This is an optimization exercise on Yosys and OpenROAD, whose aim is small area, a short achievable clock period and few clock cycles, not a production implementation.
Function was checked by simulation only, so behaviour that the tests miss may differ from the original.
Power and IR drop assume default switching activity.

File: flow/run.sh
#!/bin/bash
# synth_recipe.tcl (not shown) runs the flow's synth.tcl, then flattens the netlist and writes it again
# the make line also repeats each setting of config.mk as NAME=value (left out here)
make -C /OpenROAD-flow-scripts/flow DESIGN_CONFIG=/design/flow/config.mk WORK_HOME=/design/flow/orfs CLKGATE_MAP_FILE= SYNTH_SCRIPT=/design/flow/synth_recipe.tcl finish
File: flow/config.mk
export PLATFORM = sky130hd
export DESIGN_NAME = alignment_point_tour_optimizer
export DESIGN_NICKNAME = alignment_point_tour_optimizer
export VERILOG_FILES = /design/flow/design.v
export SDC_FILE = /design/flow/constraint.sdc
export NUM_CORES = 4
export LEC_CHECK = 0
export CAP_MARGIN = 20
export CORE_MARGIN = 2
export CORE_UTILIZATION = 45
export SLEW_MARGIN = 20
export SYNTH_MEMORY_MAX_BITS = 8192
File: flow/constraint.sdc
create_clock -name core_clock -period 12.0 [get_ports {i_clk}]
set_input_delay 2.4000 -clock core_clock [delete_from_list [all_inputs] [get_ports {i_clk}]]
set_output_delay 2.4000 -clock core_clock [all_outputs]
set_load 0.01 [all_outputs]
File: flow/design.v
`default_nettype none
package apto_pkg;
    localparam int MAX_POINTS = 32;
    localparam int IW         = 5;     
    localparam int RAW_W      = 41;    
    localparam int X_W        = 22;    
    localparam int Y_W        = 20;    
    localparam int C_W        = 22;    
    localparam int AZ_HALF = 648000;
    localparam int AZ_FULL = 1296000;
    localparam int HA_HALF = 43200;
    localparam int HA_FULL = 86400;
endpackage
`default_nettype wire
`default_nettype none
module apto_ram #(
    parameter int WIDTH = 8,
    parameter int DEPTH = 32,
    localparam int AW = (DEPTH > 1) ? $clog2(DEPTH) : 1
) (
    input  wire logic             i_clk,
    input  wire logic             i_wr_en,
    input  wire logic [AW-1:0]    i_wr_addr,
    input  wire logic [WIDTH-1:0] i_wr_data,
    input  wire logic [AW-1:0]    i_rd_addr,
    output logic      [WIDTH-1:0] o_rd_data
);
    logic [WIDTH-1:0] r_mem [DEPTH];
    always_ff @(posedge i_clk) begin
        if (i_wr_en) begin
            r_mem[i_wr_addr] <= i_wr_data;
        end
    end
    assign o_rd_data = r_mem[i_rd_addr];
endmodule
`default_nettype wire
`default_nettype none
module apto_cost (
    input  wire logic               i_clk,
    input  wire logic               i_alt_az,
    input  wire logic [19:0]        i_pen,
    input  wire logic signed [21:0] i_xa,
    input  wire logic signed [19:0] i_ya,
    input  wire logic signed [21:0] i_xb,
    input  wire logic signed [19:0] i_yb,
    output logic [21:0]             o_cost
);
    logic signed [22:0] r_dx;
    logic signed [20:0] r_dy;
    logic               r_fl;
    always_ff @(posedge i_clk) begin
        r_dx <= 23'(i_xa) - 23'(i_xb);
        r_dy <= 21'(i_ya) - 21'(i_yb);
        r_fl <= !i_alt_az && (i_pen != '0) &&
                (((i_xa < 0) && (i_xb > 0)) || ((i_xa > 0) && (i_xb < 0)));
    end
    logic signed [22:0] cx, ndx, wpos, wneg;
    logic signed [20:0] ady;
    logic               wrap;
    logic signed [22:0] r_cx;
    logic signed [20:0] r_ady;
    logic               r_fl2;
    always_comb begin
        ndx  = -r_dx;
        wpos = 23'sd1296000 - r_dx;
        wneg = 23'sd1296000 + r_dx;
        wrap = i_alt_az && ((r_dx > 23'sd648000) || (r_dx < -23'sd648000));
        if (r_dx < 0) cx = wrap ? wneg : ndx;
        else          cx = wrap ? wpos : r_dx;
        ady  = (r_dy < 0) ? -r_dy : r_dy;
    end
    always_ff @(posedge i_clk) begin
        r_cx  <= cx;
        r_ady <= ady;
        r_fl2 <= r_fl;
    end
    logic [22:0] pf, sy, sx;
    always_comb begin
        pf = r_fl2 ? {3'b0, i_pen} : '0;
        sy = 23'(r_ady) + pf;
        sx = 23'(r_cx) + pf;
    end
    always_ff @(posedge i_clk) begin
        o_cost <= 22'(($signed({2'b0, r_ady}) > r_cx) ? sy : sx);
    end
endmodule
`default_nettype wire
`default_nettype none
import apto_pkg::*;
module alignment_point_tour_optimizer (
    input  wire logic                     i_clk,
    input  wire logic                     i_rst_n,
    input  wire logic                     i_cfg_wr_en,
    input  wire logic [2:0]               i_cfg_index,
    input  wire logic [20:0]              i_cfg_data,
    input  wire logic                     i_in_valid,
    output logic                          o_in_ready,
    input  wire logic [20:0]              i_point_azimuth,
    input  wire logic signed [19:0]       i_point_altitude,
    input  wire logic [16:0]              i_point_right_ascension,
    input  wire logic signed [19:0]       i_point_declination,
    input  wire logic                     i_last_point,
    output logic                          o_out_valid,
    input  wire logic                     i_out_ready,
    output logic [5:0]                    o_visit_index,
    output logic                          o_last_visit
);
    localparam int N  = MAX_POINTS;
    localparam int K  = 2;           
    localparam int NU = K + 2;       
    localparam int XY = X_W + Y_W;
    logic        r_alt_az;
    logic [16:0] r_sidereal;
    logic [19:0] r_penalty;
    logic [20:0] r_start_az;
    logic [19:0] r_start_alt;
    logic [16:0] r_start_ra;
    logic [19:0] r_start_dec;
    always_ff @(posedge i_clk) begin
        if (!i_rst_n) begin
            r_alt_az    <= 1'b0;
            r_sidereal  <= '0;
            r_penalty   <= '0;
            r_start_az  <= '0;
            r_start_alt <= '0;
            r_start_ra  <= '0;
            r_start_dec <= '0;
        end else if (i_cfg_wr_en) begin
            case (i_cfg_index)
                3'd0: r_alt_az    <= i_cfg_data[0];
                3'd1: r_sidereal  <= i_cfg_data[16:0];
                3'd2: r_penalty   <= i_cfg_data[19:0];
                3'd3: r_start_az  <= i_cfg_data[20:0];
                3'd4: r_start_alt <= i_cfg_data[19:0];
                3'd5: r_start_ra  <= i_cfg_data[16:0];
                3'd6: r_start_dec <= i_cfg_data[19:0];
                default: ;
            endcase
        end
    end
    function automatic logic [XY-1:0] conv(input logic [RAW_W-1:0] raw,
                                           input logic altaz,
                                           input logic [16:0] st);
        logic signed [17:0] h;
        logic signed [21:0] hx, x;
        if (altaz) begin
            x = {1'b0, raw[40:20]};
        end else begin
            h = $signed({1'b0, st}) - $signed({1'b0, raw[36:20]});
            for (int k = 0; k < 2; k++) begin
                if (h > 18'sd43200) begin
                    h = h - 18'sd86400;
                end else if (h < -18'sd43200) begin
                    h = h + 18'sd86400;
                end
            end
            hx = {{4{h[17]}}, h};
            x  = (hx <<< 4) - hx;
        end
        conv = {x, raw[19:0]};
    endfunction
    localparam logic [2:0] ST_LOAD = 3'd0, ST_RUN = 3'd1, ST_REV = 3'd2, ST_MV0 = 3'd3,
                           ST_MV = 3'd4, ST_OPRE = 3'd5, ST_OUT = 3'd6;
    localparam logic [1:0] PH_GR = 2'd0, PH_TWO = 2'd1, PH_OR = 2'd2;
    localparam logic [1:0] IS_IDLE = 2'd0, IS_PRO = 2'd1, IS_PASS = 2'd2;
    logic [2:0]  r_st;
    logic [1:0]  r_ph;
    logic [5:0]  r_n;
    logic [4:0]  nm1;
    logic [1:0]  r_iss;
    logic [2:0]  r_ipro;
    logic        r_ipS;
    logic [4:0]  r_ipos, r_ibase;
    logic        r_ifirst;
    logic [N-1:0] r_rem, r_vis;
    logic [4:0]  r_k, r_gb;
    logic        r_firstiter, r_any2, r_anyor;
    logic [4:0]  r_ra, r_rb, r_mh, r_q;
    logic        r_up;
    logic [4:0]  r_ok;
    logic        r_ovalid, r_olast;
    logic [4:0]  r_oidx;
    assign nm1 = 5'(r_n - 6'd1);
    logic             p_we;
    logic [RAW_W-1:0] p_wdata, p_rdata;
    logic [4:0]       p_raddr;
    assign p_we    = (r_st == ST_LOAD) && !r_n[5];
    assign p_wdata = r_alt_az ? {i_point_azimuth, i_point_altitude}
                              : {4'b0, i_point_right_ascension, i_point_declination};
    apto_ram #(.WIDTH(RAW_W), .DEPTH(N)) u_points (
        .i_clk     (i_clk),
        .i_wr_en   (p_we),
        .i_wr_addr (r_n[4:0]),
        .i_wr_data (p_wdata),
        .i_rd_addr (p_raddr),
        .o_rd_data (p_rdata)
    );
    logic [4:0] tmem [N];
    logic       t_we1, t_we2;
    logic [4:0] t_wa1, t_wa2, t_wd1, t_wd2, t_rda, t_rdb, t_aa, t_ab;
    always_ff @(posedge i_clk) begin
        for (int e = 0; e < N; e++) begin
            if (t_we2 && (t_wa2 == 5'(e))) begin
                tmem[e] <= t_wd2;
            end else if (t_we1 && (t_wa1 == 5'(e))) begin
                tmem[e] <= t_wd1;
            end
        end
    end
    assign t_rda = tmem[t_aa];
    assign t_rdb = tmem[t_ab];
    typedef struct packed {
        logic       v;
        logic       s;       
        logic [4:0] pos;     
        logic [4:0] base;    
        logic       first;
        logic       last;
        logic       nop;     
        logic       capv;
        logic [1:0] cap;
        logic       dir;
        logic [4:0] tid;
    } t_tag;
    t_tag tg0, tg1, tg2, tg3, tg4, tg5, tg6, it;
    logic [RAW_W-1:0] x2;
    logic [XY-1:0]    x3, c3;
    logic [K:0][XY-1:0] r_F, r_Nx;
    logic [XY-1:0]    xp1, xp2;
    logic             flush;
    logic [1:0]  n_iss;
    logic [2:0]  n_ipro;
    logic        n_ipS, n_ifirst;
    logic [4:0]  n_ipos, n_ibase;
    logic [N-1:0] n_rem, nmask, rem_bit;
    logic [4:0]  ffs_id;
    logic [6:0]  cd;
    always_comb begin
        nmask = '0;
        for (int e = 0; e < N; e++) begin
            if (6'(e) < r_n) nmask[e] = 1'b1;
        end
        ffs_id = '0;
        for (int e = N - 1; e >= 0; e--) begin
            if (r_rem[e]) ffs_id = 5'(e);
        end
        rem_bit = '0;
        rem_bit[ffs_id] = 1'b1;
    end
    always_comb begin
        it = '0;
        n_iss = r_iss;  n_ipro = r_ipro;  n_ipS = r_ipS;  n_ifirst = r_ifirst;
        n_ipos = r_ipos;  n_ibase = r_ibase;  n_rem = r_rem;
        cd = '0;
        if (r_st == ST_RUN) begin
            case (r_iss)
                IS_PRO: begin
                    it.v = 1'b1;  it.nop = 1'b1;  it.capv = 1'b1;  it.cap = r_ipro[1:0];
                    case (r_ph)
                        PH_GR: begin
                            if (r_k == '0) it.s = 1'b1;
                            else begin
                                it.dir = 1'b1;  it.pos = r_gb;
                            end
                            n_iss = IS_PASS;  n_ifirst = 1'b1;
                            n_rem = ~r_vis & nmask;
                        end
                        PH_TWO: begin
                            it.s   = (r_ipro == 3'd0);
                            it.pos = 5'(r_ipro - 3'd1);
                            n_ipro = r_ipro + 3'd1;
                            if ((r_ipro + 3'd1 > 3'(K)) || (6'(r_ipro) + 6'd1 > r_n)) begin
                                n_iss = IS_PASS;  n_ipos = '0;  n_ibase = '0;
                            end
                        end
                        default: begin
                            it.pos = 5'(r_ipro);
                            n_ipro = r_ipro + 3'd1;
                            if ((r_ipro + 3'd1 > 3'(K - 1)) || (6'(r_ipro) + 6'd1 > 6'(nm1))) begin
                                n_iss = IS_PASS;  n_ipS = 1'b1;  n_ipos = '0;  n_ibase = '0;
                            end
                        end
                    endcase
                end
                IS_PASS: begin
                    it.v = 1'b1;
                    it.base = r_ibase;
                    case (r_ph)
                        PH_GR: begin
                            it.dir   = 1'b1;
                            it.pos   = ffs_id;
                            it.first = r_ifirst;
                            it.last  = ((r_rem & (r_rem - 1'b1)) == '0);
                            n_ifirst = 1'b0;
                            n_rem    = r_rem & ~rem_bit;
                            if (it.last) n_iss = IS_IDLE;
                        end
                        PH_TWO: begin
                            it.pos   = r_ipos;
                            it.first = (r_ipos == r_ibase);
                            it.last  = (r_ipos == nm1);
                            cd = 7'(r_ipos) - 7'(r_ibase) - 7'(K - 1);
                            if (!cd[6] && (cd <= 7'(K))) begin
                                it.capv = 1'b1;  it.cap = cd[1:0];
                            end
                            if (it.last) begin
                                if (7'(r_ibase) + 7'(K) + 7'd2 <= 7'(r_n)) begin
                                    n_ibase = r_ibase + 5'(K);
                                    n_ipos  = r_ibase + 5'(K);
                                end else begin
                                    n_iss = IS_IDLE;
                                end
                            end else begin
                                n_ipos = r_ipos + 5'd1;
                            end
                        end
                        default: begin
                            it.s     = r_ipS;
                            it.pos   = r_ipos;
                            it.first = r_ipS;
                            it.last  = !r_ipS && (r_ipos == nm1);
                            cd = 7'(r_ipos) - 7'(r_ibase) - 7'(K);
                            if (!r_ipS && !cd[6] && (cd <= 7'(K - 1))) begin
                                it.capv = 1'b1;  it.cap = cd[1:0];
                            end
                            if (r_ipS) begin
                                n_ipS = 1'b0;  n_ipos = '0;
                            end else if (it.last) begin
                                if (7'(r_ibase) + 7'(K) + 7'd1 <= 7'(r_n)) begin
                                    n_ibase = r_ibase + 5'(K);
                                    n_ipS   = 1'b1;
                                end else begin
                                    n_iss = IS_IDLE;
                                end
                            end else begin
                                n_ipos = r_ipos + 5'd1;
                            end
                        end
                    endcase
                end
                default: ;
            endcase
        end
    end
    assign p_raddr = tg1.tid;
    assign x3      = conv(x2, r_alt_az, r_sidereal);
    t_tag tg1_n;
    always_comb begin
        tg1_n     = tg0;
        tg1_n.tid = tg0.dir ? tg0.pos : tmem[tg0.pos];
    end
    always_ff @(posedge i_clk) begin
        if (!i_rst_n || flush) begin
            tg0.v <= 1'b0;  tg1.v <= 1'b0;  tg2.v <= 1'b0;  tg3.v <= 1'b0;
            tg4.v <= 1'b0;  tg5.v <= 1'b0;  tg6.v <= 1'b0;
        end else begin
            tg0 <= it;  tg1 <= tg1_n;  tg2 <= tg1;  tg3 <= tg2;
            tg4 <= tg3;  tg5 <= tg4;  tg6 <= tg5;
        end
        x2 <= tg1.s ? (r_alt_az ? {r_start_az, r_start_alt} : {4'b0, r_start_ra, r_start_dec})
                    : p_rdata;
        c3 <= x3;
        for (int u = 0; u <= K; u++) begin
            if (tg2.v && tg2.capv && (tg2.cap == 2'(u))) r_Nx[u] <= x3;
        end
        if (tg2.v && tg2.first) begin
            r_F <= r_Nx;
        end
        if (tg2.v && tg2.first && (r_ph == PH_TWO)) begin
            xp1 <= r_Nx[0];
        end else if (tg3.v) begin
            xp1 <= c3;
        end
        if (tg3.v) begin
            xp2 <= xp1;
        end
    end
    logic [NU-1:0][C_W-1:0] U;
    logic [NU-1:0][XY-1:0]  opa;
    always_comb begin
        for (int u = 0; u < K; u++) opa[u] = r_F[u];
        opa[K]   = (r_ph == PH_OR) ? xp2 : r_F[K];
        opa[K+1] = xp1;
    end
    for (genvar u = 0; u < NU; u++) begin : g_unit
        apto_cost u_cost (
            .i_clk    (i_clk),
            .i_alt_az (r_alt_az),
            .i_pen    (r_penalty),
            .i_xa     ($signed(opa[u][XY-1:Y_W])),
            .i_ya     ($signed(opa[u][Y_W-1:0])),
            .i_xb     ($signed(c3[XY-1:Y_W])),
            .i_yb     ($signed(c3[Y_W-1:0])),
            .o_cost   (U[u])
        );
    end
    logic              d1_v, d1_first, d1_last;
    logic [4:0]        d1_pos, d1_base, d1_tid;
    logic [C_W-1:0]    d1_c;
    logic [K-1:0]      d1_imp, d1_impe, d1_ca, d1_cb;
    logic [K-1:0][4:0] d1_ha;
    logic [K-1:0][24:0] d1_va, d1_vb;
    logic [K-1:0][C_W-1:0] r_E, r_pu;
    logic [K-1:0][24:0] r_G;
    logic       e_v;
    logic [4:0] m;
    assign e_v = tg6.v && !tg6.nop;
    assign m   = tg6.pos;
    always_ff @(posedge i_clk) begin
        if (!i_rst_n || flush) begin
            d1_v <= 1'b0;
        end else begin
            d1_v <= e_v;
        end
        d1_first <= tg6.first;
        d1_last  <= tg6.last;
        d1_pos   <= tg6.pos;
        d1_base  <= tg6.base;
        d1_tid   <= tg6.tid;
        d1_c     <= U[0];
        for (int r = 0; r < K; r++) begin
            d1_imp[r]  <= (7'(m) >= (7'(tg6.base) + 7'(r) + 7'd2)) &&
                          ({1'b0, r_E[r]} + {1'b0, U[K+1]} > {1'b0, r_pu[r]} + {1'b0, U[r+1]});
            d1_impe[r] <= (m == nm1) && ((7'(tg6.base) + 7'(r) + 7'd1) <= 7'(nm1)) && (r_E[r] > U[r]);
            d1_ca[r] <= !tg6.s && ((7'(tg6.base) + 7'(r)) <= 7'(nm1)) &&
                        ((7'(m) < (7'(tg6.base) + 7'(r))) || (7'(m) >= (7'(tg6.base) + 7'(r) + 7'd2)));
            d1_ha[r] <= (7'(m) < (7'(tg6.base) + 7'(r))) ? m : 5'(m - 5'd1);
            d1_va[r] <= 25'(U[K+1]) - 25'(r_pu[r]) - 25'(U[r]);
            d1_cb[r] <= !tg6.s && (m == nm1) && (7'(nm1) > (7'(tg6.base) + 7'(r)));
            d1_vb[r] <= 25'd0 - 25'(U[r]);
            if (e_v) begin
                r_pu[r] <= U[r];
                if (r_ph == PH_TWO) begin
                    if (7'(m) == (7'(tg6.base) + 7'(r))) r_E[r] <= U[K+1];
                end else begin
                    if (!tg6.s && (7'(m) == (7'(tg6.base) + 7'(r)))) r_G[r] <= 25'(U[K+1]);
                    if (!tg6.s && (7'(m) == (7'(tg6.base) + 7'(r) + 7'd1))) r_G[r] <= r_G[r] + 25'(U[K+1]) - 25'(U[K]);
                end
            end
        end
    end
    logic [C_W-1:0]     r_best;
    logic [4:0]         r_btid;
    logic [K-1:0]       r_found;
    logic [K-1:0][4:0]  r_fj;
    logic [K-1:0]       r_have;
    logic [K-1:0][24:0] r_obest;
    logic [K-1:0][4:0]  r_obh;
    logic               r_pend;
    logic [4:0]         r_pbase;
    logic               act_rev, act_mv, grow, ph_done;
    logic [4:0]         a_lo, a_hi, g_b, mv_s, mv_h;
    logic               lt;
    logic [K-1:0]       n_found, n_have;
    logic [K-1:0][4:0]  n_fj, n_obh;
    logic [K-1:0][24:0] n_obest;
    always_comb begin
        act_rev = 1'b0;  act_mv = 1'b0;  grow = 1'b0;  ph_done = 1'b0;
        a_lo = '0;  a_hi = '0;  g_b = '0;  mv_s = '0;  mv_h = '0;
        lt = d1_first || (d1_c < r_best) || ((d1_c == r_best) && (d1_tid < r_btid));
        n_found = r_found;  n_fj = r_fj;
        n_have = r_have;  n_obest = r_obest;  n_obh = r_obh;
        if (d1_v) begin
            if (d1_first) begin
                n_found = '0;
                n_have  = '0;
            end
            case (r_ph)
                PH_GR: begin
                    if (d1_last) begin
                        grow = 1'b1;
                        g_b  = lt ? d1_tid : r_btid;
                    end
                end
                PH_TWO: begin
                    for (int r = 1; r < K; r++) begin
                        if (!n_found[r]) begin
                            if (d1_imp[r]) begin
                                n_found[r] = 1'b1;  n_fj[r] = 5'(d1_pos - 5'd1);
                            end else if (d1_impe[r]) begin
                                n_found[r] = 1'b1;  n_fj[r] = nm1;
                            end
                        end
                    end
                    if (d1_imp[0]) begin
                        act_rev = 1'b1;  a_lo = d1_base;  a_hi = 5'(d1_pos - 5'd1);
                    end else if (d1_impe[0]) begin
                        act_rev = 1'b1;  a_lo = d1_base;  a_hi = nm1;
                    end else if (d1_last) begin
                        for (int r = K - 1; r >= 1; r--) begin
                            if (n_found[r]) begin
                                act_rev = 1'b1;  a_lo = 5'(d1_base + 5'(r));  a_hi = n_fj[r];
                            end
                        end
                        if (!act_rev && (7'(d1_base) + 7'(K) + 7'd2 > 7'(r_n))) ph_done = 1'b1;
                    end
                end
                default: begin
                    for (int r = 0; r < K; r++) begin
                        if (d1_ca[r] && (!n_have[r] || ($signed(d1_va[r]) > $signed(n_obest[r])))) begin
                            n_have[r] = 1'b1;  n_obest[r] = d1_va[r];  n_obh[r] = d1_ha[r];
                        end
                        if (d1_cb[r] && (!n_have[r] || ($signed(d1_vb[r]) > $signed(n_obest[r])))) begin
                            n_have[r] = 1'b1;  n_obest[r] = d1_vb[r];  n_obh[r] = nm1;
                        end
                    end
                end
            endcase
        end
        if (r_pend) begin
            for (int r = K - 1; r >= 0; r--) begin
                if (r_have[r] && ($signed({r_obest[r][24], r_obest[r]} + {r_G[r][24], r_G[r]}) > 0)) begin
                    act_mv = 1'b1;  mv_s = 5'(r_pbase + 5'(r));  mv_h = r_obh[r];
                end
            end
            if (!act_mv && (7'(r_pbase) + 7'(K) + 7'd1 > 7'(r_n))) ph_done = 1'b1;
        end
    end
    assign flush = act_rev || act_mv;
    always_ff @(posedge i_clk) begin
        if (d1_v && (r_ph == PH_GR) && lt) begin
            r_best <= d1_c;
            r_btid <= d1_tid;
        end
        r_found <= n_found;  r_fj <= n_fj;
        if (!r_pend || !act_mv) begin
            r_have <= n_have;  r_obest <= n_obest;  r_obh <= n_obh;
        end
        if (!i_rst_n || flush) begin
            r_pend <= 1'b0;
        end else begin
            r_pend <= d1_v && d1_last && (r_ph == PH_OR);
        end
        r_pbase <= d1_base;
    end
    always_comb begin
        t_we1 = 1'b0;  t_wa1 = r_k;  t_wd1 = g_b;
        t_we2 = 1'b0;  t_wa2 = r_rb; t_wd2 = t_rda;
        t_aa  = r_ra;  t_ab  = r_rb;
        case (r_st)
            ST_RUN: begin
                t_we1 = grow;
            end
            ST_REV: begin
                t_we1 = (r_ra < r_rb);  t_wa1 = r_ra;  t_wd1 = t_rdb;
                t_we2 = (r_ra < r_rb);
            end
            ST_MV0: begin
                t_aa = r_ra;
            end
            ST_MV: begin
                t_aa  = r_up ? 5'(r_ra + 5'd1) : 5'(r_ra - 5'd1);
                t_we1 = 1'b1;  t_wa1 = r_ra;
                t_wd1 = (r_ra == r_mh) ? r_q : t_rda;
            end
            ST_OPRE: begin
                t_aa = '0;
            end
            ST_OUT: begin
                t_aa = r_ok;
            end
            default: ;
        endcase
    end
    logic in_beat, out_beat;
    assign in_beat  = i_in_valid && (r_st == ST_LOAD);
    assign out_beat = r_ovalid && i_out_ready;
    always_ff @(posedge i_clk) begin
        if (!i_rst_n) begin
            r_st     <= ST_LOAD;
            r_n      <= '0;
            r_iss    <= IS_IDLE;
            r_ovalid <= 1'b0;
        end else begin
            r_iss <= n_iss;  r_ipro <= n_ipro;  r_ipS <= n_ipS;  r_ifirst <= n_ifirst;
            r_ipos <= n_ipos;  r_ibase <= n_ibase;  r_rem <= n_rem;
            case (r_st)
                ST_LOAD: begin
                    if (in_beat) begin
                        if (!r_n[5]) r_n <= r_n + 6'd1;
                        if (i_last_point) begin
                            r_st  <= ST_RUN;
                            r_ph  <= PH_GR;
                            r_k   <= '0;
                            r_vis <= '0;
                            r_iss <= IS_PRO;
                            r_ipro <= '0;
                        end
                    end
                end
                ST_RUN: begin
                    if (act_rev) begin
                        r_st  <= ST_REV;
                        r_ra  <= a_lo;
                        r_rb  <= a_hi;
                        r_any2 <= 1'b1;
                        r_iss <= IS_IDLE;
                    end else if (act_mv) begin
                        r_st  <= ST_MV0;
                        r_ra  <= mv_s;
                        r_mh  <= mv_h;
                        r_up  <= (mv_h > mv_s);
                        r_anyor <= 1'b1;
                        r_iss <= IS_IDLE;
                    end else if (grow) begin
                        r_vis[g_b] <= 1'b1;
                        r_gb <= g_b;
                        if (6'(r_k) == 6'(nm1)) begin
                            if (r_n == 6'd1) begin
                                r_st <= ST_OPRE;
                            end else begin
                                r_ph <= PH_TWO;  r_firstiter <= 1'b1;  r_any2 <= 1'b0;
                                r_iss <= IS_PRO;  r_ipro <= '0;
                            end
                        end else begin
                            r_k <= r_k + 5'd1;
                            r_iss <= IS_PRO;  r_ipro <= '0;
                        end
                    end else if (ph_done) begin
                        if (r_ph == PH_TWO) begin
                            if ((!r_firstiter && !r_any2) || (r_n < 6'd3)) begin
                                r_st <= ST_OPRE;
                            end else begin
                                r_ph <= PH_OR;  r_anyor <= 1'b0;
                                r_iss <= IS_PRO;  r_ipro <= '0;
                            end
                        end else begin
                            if (r_anyor) begin
                                r_ph <= PH_TWO;  r_firstiter <= 1'b0;  r_any2 <= 1'b0;
                                r_iss <= IS_PRO;  r_ipro <= '0;
                            end else begin
                                r_st <= ST_OPRE;
                            end
                        end
                    end
                end
                ST_REV: begin
                    if (r_ra < r_rb) begin
                        r_ra <= r_ra + 5'd1;
                        r_rb <= r_rb - 5'd1;
                    end else begin
                        r_st  <= ST_RUN;
                        r_iss <= IS_PRO;  r_ipro <= '0;
                    end
                end
                ST_MV0: begin
                    r_q  <= t_rda;
                    r_st <= ST_MV;
                end
                ST_MV: begin
                    if (r_ra == r_mh) begin
                        r_st  <= ST_RUN;
                        r_iss <= IS_PRO;  r_ipro <= '0;
                    end else begin
                        r_ra <= r_up ? 5'(r_ra + 5'd1) : 5'(r_ra - 5'd1);
                    end
                end
                ST_OPRE: begin
                    r_oidx   <= t_rda;
                    r_olast  <= (r_n == 6'd1);
                    r_ovalid <= 1'b1;
                    r_ok     <= 5'd1;
                    r_st     <= ST_OUT;
                end
                ST_OUT: begin
                    if (out_beat) begin
                        if (r_olast) begin
                            r_ovalid <= 1'b0;
                            r_n      <= '0;
                            r_st     <= ST_LOAD;
                        end else begin
                            r_oidx  <= t_rda;
                            r_olast <= (r_ok == nm1);
                            r_ok    <= r_ok + 5'd1;
                        end
                    end
                end
                default: r_st <= ST_LOAD;
            endcase
        end
    end
    assign o_in_ready    = (r_st == ST_LOAD);
    assign o_out_valid   = r_ovalid;
    assign o_visit_index = {1'b0, r_oidx};
    assign o_last_visit  = r_olast;
endmodule
`default_nettype wire
==> impl_metrics.ini <==
[clocking]
cts_buffer_depth = 4
clock_sinks = 3123
root_buffer = clkbuf_16
clk_pin_slew_ns = 0.06
hold_buffers = 0
cts_tree = yes
postCtsSetupBuffers = 0
cts_buffers = 334
ctsResizeCount = 0
h-tree-depth = 5
clk_latency_ns = 0.96

[detailed_routing]
vias = 111937
drc = 0
dr.pass1.iters = 6
ant_nets = 0
avgRoutedWirePerCell_um = 26.4
wl_mm = 501
routed_via_density = 5.90
drt_iter0_drc = 11502

[job]
drv_cap = 0

[worst_setup_path]
worst_path_max_delay_cell = o41ai_1
worstPathMaxFanout = 9
startpoint_type = flop
critPathCaptureType = flop
cp.arrival_ns = 8.83
max_stage_delay_ns = 0.83
cp.required_ns = 12.67
reg2reg_depth = 28
reg2reg_slack_ns = 3.84
criticalPathCategory = flop to flop
r2r_start = r_sidereal[0]
reg2reg_to = r_Nx[124]

[synthesis]
seq_area_frac_synth_pct = 52.9
yosys.area.top_type_share_pct = 42.6
synth.net_count = 14938
synth-seq-cells = 3123
synth_area_leaders = edfxtp_1 43%, dfxtp_1 10%, ha_1 8.3%, mux4_2 5.7%, a21oi_1 2.9%
yosysUniqueCellTypes = 118
syn_avg_cell_area_sq_um = 11.8
synth.most_common_cell = edfxtp_1
yosys.area.top_type = edfxtp_1
synth_common_cells = 2297 x edfxtp_1, 1070 x ha_1, 935 x nand2_1
yosysWarningCount = 4
ys.flop_type = edfxtp_1
synth_cells = 13689
synth_area_sq_mm = 0.162
synthArstFlopShare_pct = 0
synth_edf_count = 2297

[worst_hold_path]
hold_path_depth = 0
hold_start = g_unit[2].u_cost.r_fl
hold_path_class = flop to flop
hold_end = g_unit[2].u_cost.r_fl2

[sta]
rsz0062_at_grt = false
fin_hold_ws_ns = 0.333
drv_slew = 0
finalCritPeriodShare_pct = 68.0
timing.max_slew.rel_slack_pct = 17.7
setup_viol = 0
worst_slew_pin_slew_ns = 1.24
period_needed_ns = 8.16
hold_viol = 0
fmax_mhz = 123
finClkSkew_ns = 0.0818
setup_tns_ns = 0
final.setup.worst_slack_ns = 3.84

[place]
dp_cells = 18320
pre_cts_ws_ns = 3.92
numPortBuffers = 115
place_hpwl_mm = 352
gp_congestion = 1.03
place_area_sq_mm = 0.169

[global_route]
grt_max_degree = 120
antenna_found_initial = 37
grt_pass1_wl_mm = 727
grt_pass1_vias = 107316
grt_remaining_overflow = 0
track_usage_pct = 26.9

[pwr]
leakage_nw = 67.9
power_frac_clock_pct = 24.6
p_total_mw = 43.3
p_per_area_mw_per_mm2 = 240
cellInternalPower_mw = 26.7
p_seq_share_pct = 35.3
switchingPower_mw = 16.7
vdd_drop_max_mv = 0.181
p_comb_share_pct = 40.2
p_sw_share_pct = 38.5

[die]
die-width_um = 604
num_io_pins = 117
die_area_sq_mm = 0.364
num_rows = 220
fp.coreArea_sq_mm = 0.358
initial_core_util_pct = 45.1
die_h_um = 604

[final_layout]
layout.core_utilization_pct = 50.5
fin_area_sq_mm = 0.181
drive_above_1_share_pct = 10.8
num-nets-final = 15134
stdcell_count = 18961
syn_to_final_growth_pct = 11.8

[run_status]
status = finished clean
cell type report:
cell class                      instances  area (sq um)
Inverter                              947          3560
Tap cell                             4773          5970
Clock buffer                          429          9190
Antenna cell                           30          75.1
Fill cell                           31598        178000
Timing Repair Buffer                  342          2940
Clock inverter                        180          2100
Multi-Input combinational cell       9137         71500
Sequential cell                      3123         85500
worst max-delay path: cells and delay by family (launching register included):
| kind | cells | cell delay, ns |
|---|---|---|
| AO/OA/AOI/OAI | 14 | 4.10 |
| XOR/XNOR | 3 | 0.70 |
| adder cells (fa/ha/maj) | 3 | 0.91 |
| buffers and inverters | 3 | 0.40 |
| flip-flops | 1 | 0.32 |
| AND/OR/NAND/NOR | 5 | 1.48 |
how the worst max path moves through the flow:
| stage | slack (ns) | depth (start not counted) | end | startpoint |
|---|---|---|---|---|
| global route | 3.02 | 28 | r_Nx[122] | r_sidereal[0] |
| CTS | 3.88 | 28 | r_Nx[124] | r_sidereal[0] |
| finish | 3.84 | 28 | r_Nx[124] | r_sidereal[0] |
| floorplan | 5.29 | 17 | tg0[10] | r_obest[0] |
| detailed placement | 3.92 | 28 | r_Nx[124] | r_sidereal[0] |
| global placement | 3.83 | 28 | r_Nx[38] | r_sidereal[0] |
logic make-up (layout without fill, tap and decap cells):
kind of cell             Yosys count  in the layout  synth area share [%]
buffers and inverters           1429           1898                  3.33
AND/OR/NAND/NOR                 3380           3380                  9.89
adder cells (fa/ha/maj)         1142           1142                  9.16
multiplexers                     855            855                  8.61
XOR/XNOR                         749            749                  4.08
flip-flops                      3123           3123                  52.9
other                              1             31               0.00232
AO/OA/AOI/OAI                   3010           3010                  12.1
power groups by stage:
stage	clock (mW)	sequential, mW	combinational (mW)
after floorplan	0	14.4	12.5
after global placement	0	15.5	17.1
after detailed placement	0	15.5	17.2
after CTS	10.8	15.3	17.4
after global routing	11.2	15.4	19.3
final	10.6	15.3	17.4
metal layers:
metal	up-vias	part of all wire (%)	track usage, %
met1	55339	43	36.8
met3	899	6.9	4.01
met5	-	0.014	0
met4	10	3.9	10.1
met2	4092	46	43.4
li1	51597	-	-
layout by cell type (no fill, tap or decap), types with 132 or more instances in the layout:
cell type     n
nor3_1      310
xor2_1      219
clkbuf_16   343
edfxtp_1   2297
a21oi_1     918
a21o_1      185
nor2b_1     161
mux4_2      412
o21ai_0     590
buf_4       220
dfxtp_1     819
nand2_1     934
ha_1       1069
a211oi_1    132
mux2_2      177
nor2_1      888
mux2i_1     266
nand3_1     274
xnor2_1     524
inv_1       932
sequential cells by signal (all words and copies together), names as in the netlist, 44 cells and up, named ones only:
signal                count
d1_va                    48
d1_vb                    46
g_unit.u_cost.o_cost     88
g_unit.u_cost.r_ady      84
g_unit.u_cost.r_cx       92
g_unit.u_cost.r_dx       92
g_unit.u_cost.r_dy       84
r_E                      44
r_F                     126
r_G                      50
r_Nx                    126
r_obest                  50
r_pu                     44
tmem                    160
u_points.r_mem         1312
Testbench counts, summed over its fixed seeds: cycles 20,498.

[what the ideal ports hide]
The results above use ideal ports. As a check the final layout listed here was re-extracted and re-timed, cells and wires unchanged.
Step 1 (the two cells are an assumption about what drives the block):
set clk [get_ports {i_clk}]
set_driving_cell -lib_cell sky130_fd_sc_hd__clkbuf_16 $clk
set_driving_cell -lib_cell sky130_fd_sc_hd__buf_2 [delete_from_list [all_inputs] $clk]
Step 2 times the ports against the registers' clock, not the clock port: input delays grow and output delays shrink by t, the midpoint of the rising clock arrivals with the driver on.
a / b / c = ideal ports / drivers / drivers and shift; a / b = the first two.
t (ns): 1.024
setup slack, ns: 3.841 / 3.841 / 3.841
hold WS [ns]: 0.333 / 0.333 / 0.333
worst slew at a driven data input, ns: 0.20
After both steps setup and hold are still met in this run. The setup slack of this run moves by 0.000 ns with the drivers and by 0.000 ns with both steps.
